This is an optimization exercise on Yosys and OpenROAD, whose aim is a short achievable clock period and few clock cycles per item, not a production implementation. In this exercise RTL edits were held to simulation tests only and were not proved equivalent to the original. The clock port is modelled as an ideal driver, which makes a skipped or thinned clock tree look cheaper than it is; a real chip needs a root buffer or a tree. Power and IR drop assume default switching activity.

## job 7505
Design mem_wb_top, start of the top module:
module mem_wb_top (
    input  logic         clk,
    input  logic         reset,
    input  logic         ex_valid,
    output logic         ex_ready,
    input  logic         ex_w_rd,
    input  logic [31:0]  ex_x_rd,
    input  logic         ex_mem_r_req,
    input  logic         ex_mem_w_req,
    input  logic [5:0]   ex_mem_addr,
    input  logic [106:0] ex_sr,
    input  logic [3:0]   ex_rd,
    output logic         rf_we,
    output logic [3:0]   rf_waddr,
    output logic [31:0]  rf_wdata,
    output logic [106:0] sr,
    output logic         commit,
    input  logic         intr_req,
    output logic         intr_pending
);
clock: 5.0 ns
lec_check: 0
cap_margin: 20
core_margin: 2
core_utilization: 66
place_density: 0.76
setup_slack_margin: 3
slew_margin: 20
standard.sh (not shown) runs the stock make flow with config.mk's settings and CLKGATE_MAP_FILE= SYNTH_SCRIPT=/design/flow/synth_recipe.tcl, a recipe that flattens the netlist after the stock synthesis.
==> flow/flow/run.sh <==
#!/bin/bash
# Own flow: the standard layout (standard.sh, standard synthesis), with
#  - a fixed, balanced three-level clock tree (flow/pre_cts.tcl replaces
#    TritonCTS's tree; the clock port feeds only the 4 top buffers),
#  - output port buffers placed at their pins, and the flip-flops driving them
#    beside them, before detailed placement
#    (flow/pre_detail_place.tcl),
#  - port buffers of sky130_fd_sc_hd__buf_4 instead of the default choice,
#  - cell sizing not limited to cells of the same footprint.
# Each tool's full output stays in orfs/logs; make's own output goes to flow_make.log.
set -euo pipefail
WORK=$(pwd)
bash standard.sh \
  MATCH_CELL_FOOTPRINT=0 \
  "BUFFER_PORTS_ARGS=-buffer_cell sky130_fd_sc_hd__buf_4" \
  PRE_CTS_TCL="$WORK/flow/pre_cts.tcl" \
  PRE_DETAIL_PLACE_TCL="$WORK/flow/pre_detail_place.tcl" \
  finish > "$WORK/flow_make.log" 2>&1
==> flow/flow/pre_detail_place.tcl <==
# Before detailed placement: put each output port's buffer at the core edge
# next to its pin, and the flip-flop that drives that buffer right beside it
# (detailed placement then legalises them), so the wires from the flip-flop to
# the buffer and from the buffer to the pin are short.
set my_block [ord::get_db_block]
set my_core [$my_block getCoreArea]
set my_moved 0
proc my_clamp { v lo hi } {
  if { $v < $lo } { return $lo }
  if { $v > $hi } { return $hi }
  return $v
}
foreach bterm [$my_block getBTerms] {
  if { [$bterm getIoType] != "OUTPUT" } { continue }
  set net [$bterm getNet]
  if { $net == "NULL" } { continue }
  set buf ""
  foreach it [$net getITerms] {
    if { [$it isOutputSignal] } { set buf [$it getInst] }
  }
  if { $buf == "" } { continue }
  set innet ""
  foreach it [$buf getITerms] {
    if { [$it isInputSignal] } { set innet [$it getNet] }
  }
  if { $innet == "" || $innet == "NULL" } { continue }
  set drv ""
  foreach it [$innet getITerms] {
    if { [$it isOutputSignal] } { set drv [$it getInst] }
  }
  if { $drv == "" } { continue }
  if { ![string match "*__df*" [[$drv getMaster] getName]] } { continue }
  set pbox [$bterm getBBox]
  set px [expr { ([$pbox xMin] + [$pbox xMax]) / 2 }]
  set py [expr { ([$pbox yMin] + [$pbox yMax]) / 2 }]
  set bw [[$buf getMaster] getWidth]
  set bh [[$buf getMaster] getHeight]
  set fw [[$drv getMaster] getWidth]
  set fh [[$drv getMaster] getHeight]
  set bx [my_clamp [expr { $px - $bw / 2 }] [$my_core xMin] [expr { [$my_core xMax] - $bw }]]
  set by [my_clamp [expr { $py - $bh / 2 }] [$my_core yMin] [expr { [$my_core yMax] - $bh }]]
  $buf setLocation $bx $by
  # the flip-flop goes one cell further in from the pin's edge
  set cx [expr { ([$my_core xMin] + [$my_core xMax]) / 2 }]
  set cy [expr { ([$my_core yMin] + [$my_core yMax]) / 2 }]
  set fx $bx
  set fy $by
  if { $px <= [$my_core xMin] || $px >= [$my_core xMax] } {
    set fx [expr { $bx < $cx ? $bx + $bw : $bx - $fw }]
  } else {
    set fy [expr { $by < $cy ? $by + $bh : $by - $fh }]
  }
  $drv setLocation $fx $fy
  incr my_moved
}
puts "flow: moved $my_moved output buffers and flip-flops next to their pins"
Other scripts of this flow, unchanged in this note and not shown: flow/flow/pre_cts.tcl
Job 7505 was carried through to the last stage, and its layout satisfied the timing, DRC and antenna checks.
Testbench counts of job 7505, summed over its fixed seeds: cycles 16,024, items 16,000.
Input-level comparison between job 3532 and job 7505:
- changing PLACE_DENSITY from 0.76 to 0.84
- changing CORE_UTILIZATION from 66 to 74
diff --git a/flow/flow/run.sh b/flow/flow/run.sh
--- a/flow/flow/run.sh
+++ b/flow/flow/run.sh
@@ -4,4 +4,3 @@
 #    TritonCTS's tree; the clock port feeds only the 4 top buffers),
-#  - output port buffers placed at their pins, and the flip-flops driving them
-#    beside them, before detailed placement
+#  - output flip-flops placed at their port buffers before detailed placement
 #    (flow/pre_detail_place.tcl),
==> flow/flow/pre_detail_place.tcl <==
# Before detailed placement: put each flip-flop that drives an output port's
# buffer at that buffer's location (detailed placement then legalises both),
# so the flip-flop's output wire to the port buffer is short.
set my_block [ord::get_db_block]
set my_moved 0
foreach bterm [$my_block getBTerms] {
  if { [$bterm getIoType] != "OUTPUT" } { continue }
  set net [$bterm getNet]
  if { $net == "NULL" } { continue }
  set buf ""
  foreach it [$net getITerms] {
    if { [$it isOutputSignal] } { set buf [$it getInst] }
  }
  if { $buf == "" } { continue }
  set innet ""
  foreach it [$buf getITerms] {
    if { [$it isInputSignal] } { set innet [$it getNet] }
  }
  if { $innet == "" || $innet == "NULL" } { continue }
  set drv ""
  foreach it [$innet getITerms] {
    if { [$it isOutputSignal] } { set drv [$it getInst] }
  }
  if { $drv == "" } { continue }
  if { ![string match "*__df*" [[$drv getMaster] getName]] } { continue }
  lassign [$buf getLocation] bx by
  $drv setLocation $bx $by
  incr my_moved
}
puts "flow: moved $my_moved output flip-flops to their port buffers"
Job 3532 -> stages 100% | layout checks FAIL | antenna violations. Job 7505 | stages: all done | timing, DRC, antenna: all pass. In terms of cell area after placement, job 3532 and job 7505 differ only marginally. Job 7505 → job 3532: design area comparable, core utilization increased 9.0 points, height of the chip lower, leakage power comparable. Job 3532 has die boundary width below what job 7505 had. Job 3532 against job 7505: number of nets with antenna violations after routing has increased; die footprint went down; sequential portion of the cell area closely matched the old numbers; final critical delay including setup and external delays stayed essentially flat.
Relative to job 3532, the following input files were edited for job 133:
- a change of CORE_UTILIZATION from 74 to 60
- a change of PLACE_DENSITY from 0.84 to 0.7
==> comparison <==
- Job 133: flow completed, timing, DRC and antenna clean
- Job 133 drops fewer vias than job 3532.
- Job 133 vs job 3532 on relative slew slack: job 133 is the higher one.
- Delta (job 133 minus job 3532): largest stage delay on the critical path did not really move, total setup buffers inserted after CTS -1, fraction of met2 tracks used by global routing lost 16 points.
- Capture point of the critical path = commit: job 133; capture point of the critical path = rf_wdata[20]: job 3532
- On worst setup slack, job 133 does better than job 3532.
- Relative to job 3532, post-route fraction of the period consumed by the critical path decreased by 0.69 points in job 133.
- Cmp job 133 and job 3532 / timing-limited maximum frequency / higher: job 133
- Job 133 against job 3532: cell count rose 6.1%, die area rose 23%, worst hold slack fell 4.4 ps.
Edits applied to the flow inputs when going from job 133 to job 738:
- swapping 60 for 66 in CORE_UTILIZATION
- swapping 0.7 for 0.76 in PLACE_DENSITY
--- outcome ---
Relative to job 133, area growth from synthesis to layout has decreased by 0.39 points in job 738. From job 133 to job 738 the numbers moved as follows: switching share of power decreased by 0.19 points relative to the old numbers, worst hold slack held, number of tap instances fell by 236, sequential share of layout area increased by 0.27 points relative to the old numbers. Of the two candidates, job 133 has the worse minimum period implied by the final worst setup slack and job 738 the better one. Final RePlAce weighted congestion: job 738 > job 133. Job 738 has more setup slack than job 133. Job 133 and job 738 ended up with roughly the same cell-internal power.
What job 6371 does differently from job 738 at the input level:
- PLACE_DENSITY: 0.76 -> 0.8
- CORE_UTILIZATION: 66 -> 70
On latest clock arrival within the worst-skew pair, job 738 tracks job 6371 almost exactly.
Summary: with job 738 as the reference, post-detailed-route via-to-cell ratio in job 6371 moved up by a few percent.
Going from job 738 to job 6371, worst-case setup margin in the final layout fell 7.6 ps; clock period minus worst slack rose 7.6 ps.
Share of the cycle needed by the critical path after routing: job 6371 vs job 738 up 0.15 points
Compared job 738 against job 6371; sequential share of layout area within noise.
Any difference in delay of the slowest cell on the worst path between job 738 and job 6371 is small enough to ignore.
No run of this note takes its clock network from TritonCTS; it comes from the design's own scripts or RTL.

-- what the ideal ports hide --
How much do the figures lean on ideal ports? The routed layouts below were timed once more, with nothing changed but the port constraints. Step 1 sets driving cells, clkbuf_16 on the clock port and buf_2 on the other inputs (assumed; they add their load-dependent delay and slew). Step 2, shift: input delay + t, output delay - t, t = (earliest + latest rising clock arrival at the registers) / 2. This alone moves slack from input paths to output paths. Three values: no drivers, after step 1, after step 2; two values: the first two.
run	t (ns)	setup WS [ns]	worst setup path at the end	worst data-port slew with drivers (ns)
job 7505	0.726	2.940 / 2.773 / 2.505	input to register	0.15
job 3532	0.728	2.938 / 2.771 / 2.474	input to register	0.15
job 133	0.738	2.973 / 2.797 / 2.522	input to register	0.16
job 738	0.724	2.978 / 2.810 / 2.532	input to register	0.14
job 6371	0.720	2.971 / 2.800 / 2.483	input to register	0.16
For job 6371, which loses most, drivers alone change the setup slack by -0.171 ns; drivers and shift together by -0.488 ns.
